Source: an optimization exercise on an open RTL-to-GDS flow (aim: small area, a short achievable clock period and few clock cycles per item). Production flows keep margins and buffers that such runs may drop.
Where RTL was checked, it was by simulation tests only, not by an equivalence proof against the original.
Power is estimated from default activity; no workload was simulated.

==> flow/design.v (excerpt) <==
module echo_distance_moving_average #(
	parameter int MAX_SAMPLES = edma_pkg::MAX_SAMPLES_DEF
) (
	input  logic                       clk,
	input  logic                       arst_n,
	input  logic                       echo_valid,
	output logic                       echo_ready,
	input  logic [edma_pkg::ECHO_W-1:0] echo_us,
	output logic                       result_valid,
	input  logic                       result_ready,
	output logic [edma_pkg::DIST_W-1:0] result_distance_q8,
	output logic                       result_valid_res,
	input  logic                       cfg_wr_en,
	input  logic [edma_pkg::CFG_W-1:0] cfg_wr_data
);
	localparam int EW  = edma_pkg::ECHO_W;
	localparam int DW  = edma_pkg::DIST_W;
	localparam int TW  = DW + 4;       
	localparam int NS  = 16;           
	localparam int NST = 10;           
	logic adv_q;
	logic          v0_q;
	logic [EW-1:0] us0_q;
	logic [EW+2:0] a0_q;        
	always_ff @(posedge clk or negedge arst_n) begin
		if (!arst_n) v0_q <= 1'b0;
		else if (adv_q) v0_q <= echo_valid;
	end
	always_ff @(posedge clk) begin
		if (adv_q) begin
			us0_q <= echo_us;
			a0_q  <= {echo_us, 2'd0} + {3'd0, echo_us};
		end
	end
	logic          vm_q, zm_q;
	logic [EW-1:0] usm_q;
	logic [EW+7:0] b_q;         
	logic          v1_q, z1_q;
	logic [DW-1:0] d1_q;
	logic [EW+10:0] prod;
	assign prod = {usm_q, 10'd0} + {3'd0, b_q};
	always_ff @(posedge clk or negedge arst_n) begin
		if (!arst_n) begin
			vm_q <= 1'b0;
			v1_q <= 1'b0;
		end else if (adv_q) begin
			vm_q <= v0_q;
			v1_q <= vm_q;
		end
	end
	always_ff @(posedge clk) begin
		if (adv_q) begin
			usm_q <= us0_q;
			b_q   <= {1'b0, a0_q, 4'd0} + {4'd0, a0_q, 1'b0};
			zm_q  <= (us0_q == '0);
  ...
Settings: LEC_CHECK=0, CAP_MARGIN=20, CORE_MARGIN=2, CORE_UTILIZATION=65, SETUP_SLACK_MARGIN=2.8, SLEW_MARGIN=20; clock period 5.5 ns.
run.sh (not shown) runs the stock make flow with config.mk's settings and CLKGATE_MAP_FILE= SYNTH_SCRIPT=/design/flow/synth_recipe.tcl, a recipe that flattens the netlist after the stock synthesis.
Testbench counts at the start, summed over its fixed seeds: cycles 5,975, items 5,207.
Edit:
Settings changed: CORE_UTILIZATION 65 to 55, CTS_CLUSTER_DIAMETER from default to 80, CTS_CLUSTER_SIZE from default to 20, SETUP_SLACK_MARGIN 2.8 to 3.0, TNS_END_PERCENT from default to 20.
Outcome: Cell area is lower by 1.4%. Via count shrinks by 0.79%. Wire length grows by 2.3%. Power drops by 6.0%. Fmax rose by 1.2%. Sequential share of layout area rises by 0.79 points. Worst setup slack gains 0.033 ns. Clock power decreases by 33%. Sequential power is about the same.
Edit:
Settings changed: PLACE_DENSITY from default to 0.72, TNS_END_PERCENT 20 to default.
The new run completed with no timing, DRC or antenna violations.
First-iteration DRC count is higher by 18%.
Synthesized area does not change.
Wire length barely changes.


echo_distance_moving_average again, from the RTL that the note above started with.
clock: 5.5 ns
lec_check: 0
cap_margin: 20
core_margin: 2
core_utilization: 65
cts_cluster_diameter: 80
cts_cluster_size: 20
place_density: 0.8
setup_slack_margin: 3.0
slew_margin: 20
The baseline completed with no timing, DRC or antenna violations.
Testbench counts at the start, summed over its fixed seeds: cycles 5,975, items 5,207.
Rerun with:
Settings changed: CORE_UTILIZATION 65 to 55, PLACE_DENSITY 0.8 to default, TNS_END_PERCENT from default to 5.
Clock power climbs by about 3%; die area grows by 18%; utilization came out lower by 11 points; clock skew rose by 0.011 ns; setup slack barely changes; cell count rose by 3.9%; final area shrinks by 0.61%; global-route usage decreases by 2.8 points; area after synthesis stays the same; power shrinks by 2.1%.
Rerun with:
Settings changed: PLACE_DENSITY from default to 0.7, TNS_END_PERCENT 5 to 20.
Effect: Setup slack gains 0.11 ns; synthesized cell count does not change; core utilization went up by 0.29 points; design area grows by 0.47%; routed wire length goes down by 2.3%; power came out higher by 1.1%; via count is higher by 0.84%.


Another version of the RTL of echo_distance_moving_average (not shown whole).
Size in the first run: ~840 flip-flops, about 48 I/O pins, roughly 39000 sq um of cells after synthesis.
clock: 5.5 ns
lec_check: 0
cap_margin: 20
core_margin: 2
core_utilization: 60
cts_cluster_diameter: 100
cts_cluster_size: 30
setup_slack_margin: 3.0
slew_margin: 20
The first run produced a clean layout.
Then changed:
--- a/flow/config.mk
+++ b/flow/config.mk
@@ -7,8 +7,7 @@
 export LEC_CHECK = 0
+export ABC_AREA = 1
 export CAP_MARGIN = 20
 export CORE_MARGIN = 2
-export CORE_UTILIZATION = 60
-export CTS_CLUSTER_DIAMETER = 100
-export CTS_CLUSTER_SIZE = 30
-export SETUP_SLACK_MARGIN = 3.0
+export CORE_UTILIZATION = 55
+export SETUP_SLACK_MARGIN = 2.85
 export SLEW_MARGIN = 20
Effect:
- The new run finished clean
- first-iteration DRC count climbs by well over a third
- sequential share of layout area drops by 1.0 points
- clock skew drops by 0.0058 ns
- via count climbs by about a fifth
- core utilization drops by 6.8 points
- clock-buffer cell count climbs by 58
- area after synthesis climbs by a few percent
- cell area climbs slightly
- synthesized cell count climbs by well over a third
No functional check of the RTL was part of any run of this note.


Setup of maple:
RTL: one of the versions met above, not the one the previous note started from.
Size: ~2600 cells after synthesis.
==> flow/config.mk <==
export PLATFORM = sky130hd
export DESIGN_NAME = echo_distance_moving_average
export DESIGN_NICKNAME = echo_distance_moving_average
export VERILOG_FILES = /design/flow/design.v
export SDC_FILE = /design/flow/constraint.sdc
export NUM_CORES = 4
export LEC_CHECK = 0
export CAP_MARGIN = 20
export CORE_MARGIN = 2
export CORE_UTILIZATION = 55
export SETUP_SLACK_MARGIN = 3.2
export SLEW_MARGIN = 20
==> flow/constraint.sdc <==
create_clock -name core_clock -period 5.5 [get_ports {clk}]
set_input_delay 1.1000 -clock core_clock [delete_from_list [all_inputs] [get_ports {clk}]]
set_output_delay 1.1000 -clock core_clock [all_outputs]
set_load 0.01 [all_outputs]
maple reached the end of the flow, and the finished layout is clean on the timing, design-rule and antenna checks.
Testbench counts of maple, summed over its fixed seeds: cycles 5,975, items 5,207.
Setup changes, maple to pine
# maple
export LEC_CHECK = 0
export CAP_MARGIN = 20
export CORE_MARGIN = 2
export CORE_UTILIZATION = 55
export SETUP_SLACK_MARGIN = 3.2
export SLEW_MARGIN = 20
create_clock -name core_clock -period 5.5 [get_ports {clk}]
# pine
export LEC_CHECK = 0
export CAP_MARGIN = 20
export CORE_MARGIN = 2
export CORE_UTILIZATION = 55
export CTS_CLUSTER_DIAMETER = 80
export CTS_CLUSTER_SIZE = 20
export SETUP_SLACK_MARGIN = 3.0
export SLEW_MARGIN = 20
create_clock -name core_clock -period 5.5 [get_ports {clk}]
==> run notes <==
pine: full flow OK, the timing, design-rule and antenna checks passed. pine vs. maple: setup slack after layout fell by 0.051 ns, global-route usage fell by 0.55 points. Going from maple to pine, synthesis-to-finish area growth shrinks by 6.7 points. Changes observed in pine relative to maple: switching power total fell by about 9%; multi-input logic portion of the cell area rose by 0.43 points; count of non-CTS inverters in the layout stayed essentially flat. According to the power report, total power for pine is lower than for maple.

-- static timing again, ports no longer ideal --
How much do the figures lean on ideal ports? The routed layouts below were timed once more, with nothing changed but the port constraints.
Step 1 assumes that a clkbuf_16 drives the clock port and a buf_2 every other input.
Step 2, shift: input delay + t, output delay - t, t = (earliest + latest rising clock arrival at the registers) / 2. This alone moves slack from input paths to output paths.
Three values: no drivers, after step 1, after step 2; two values: the first two.
run	shift t [ns]	setup slack, ns	worst setup path at the end	latest minus earliest clock arrival (ns)
the first run of note 1	0.675	2.806 / 2.791 / 2.230	input to register	0.016 / 0.017
the second run of note 1	0.663	2.839 / 2.839 / 2.318	input to register	0.025 / 0.025
the third run of note 1	0.661	2.816 / 2.816 / 2.350	input to register	0.034 / 0.035
the first run of note 2	0.665	2.790 / 2.790 / 2.282	input to register	0.017 / 0.018
the second run of note 2	0.661	2.789 / 2.789 / 2.328	input to register	0.025 / 0.025
the third run of note 2	0.656	2.897 / 2.836 / 2.314	input to register	0.025 / 0.024
the first run of note 3	0.649	2.614 / 2.614 / 2.393	input to register	0.036 / 0.035
the second run of note 3	0.696	2.732 / 2.732 / 2.311	input to register	0.031 / 0.030
maple	0.695	2.886 / 2.850 / 2.356	input to register	0.017 / 0.017
pine	0.668	2.835 / 2.828 / 2.371	input to register	0.020 / 0.020
After both steps setup and hold are still met in every run listed. For the third run of note 2, which loses most, drivers alone change the setup slack by -0.061 ns; drivers and shift together by -0.583 ns.
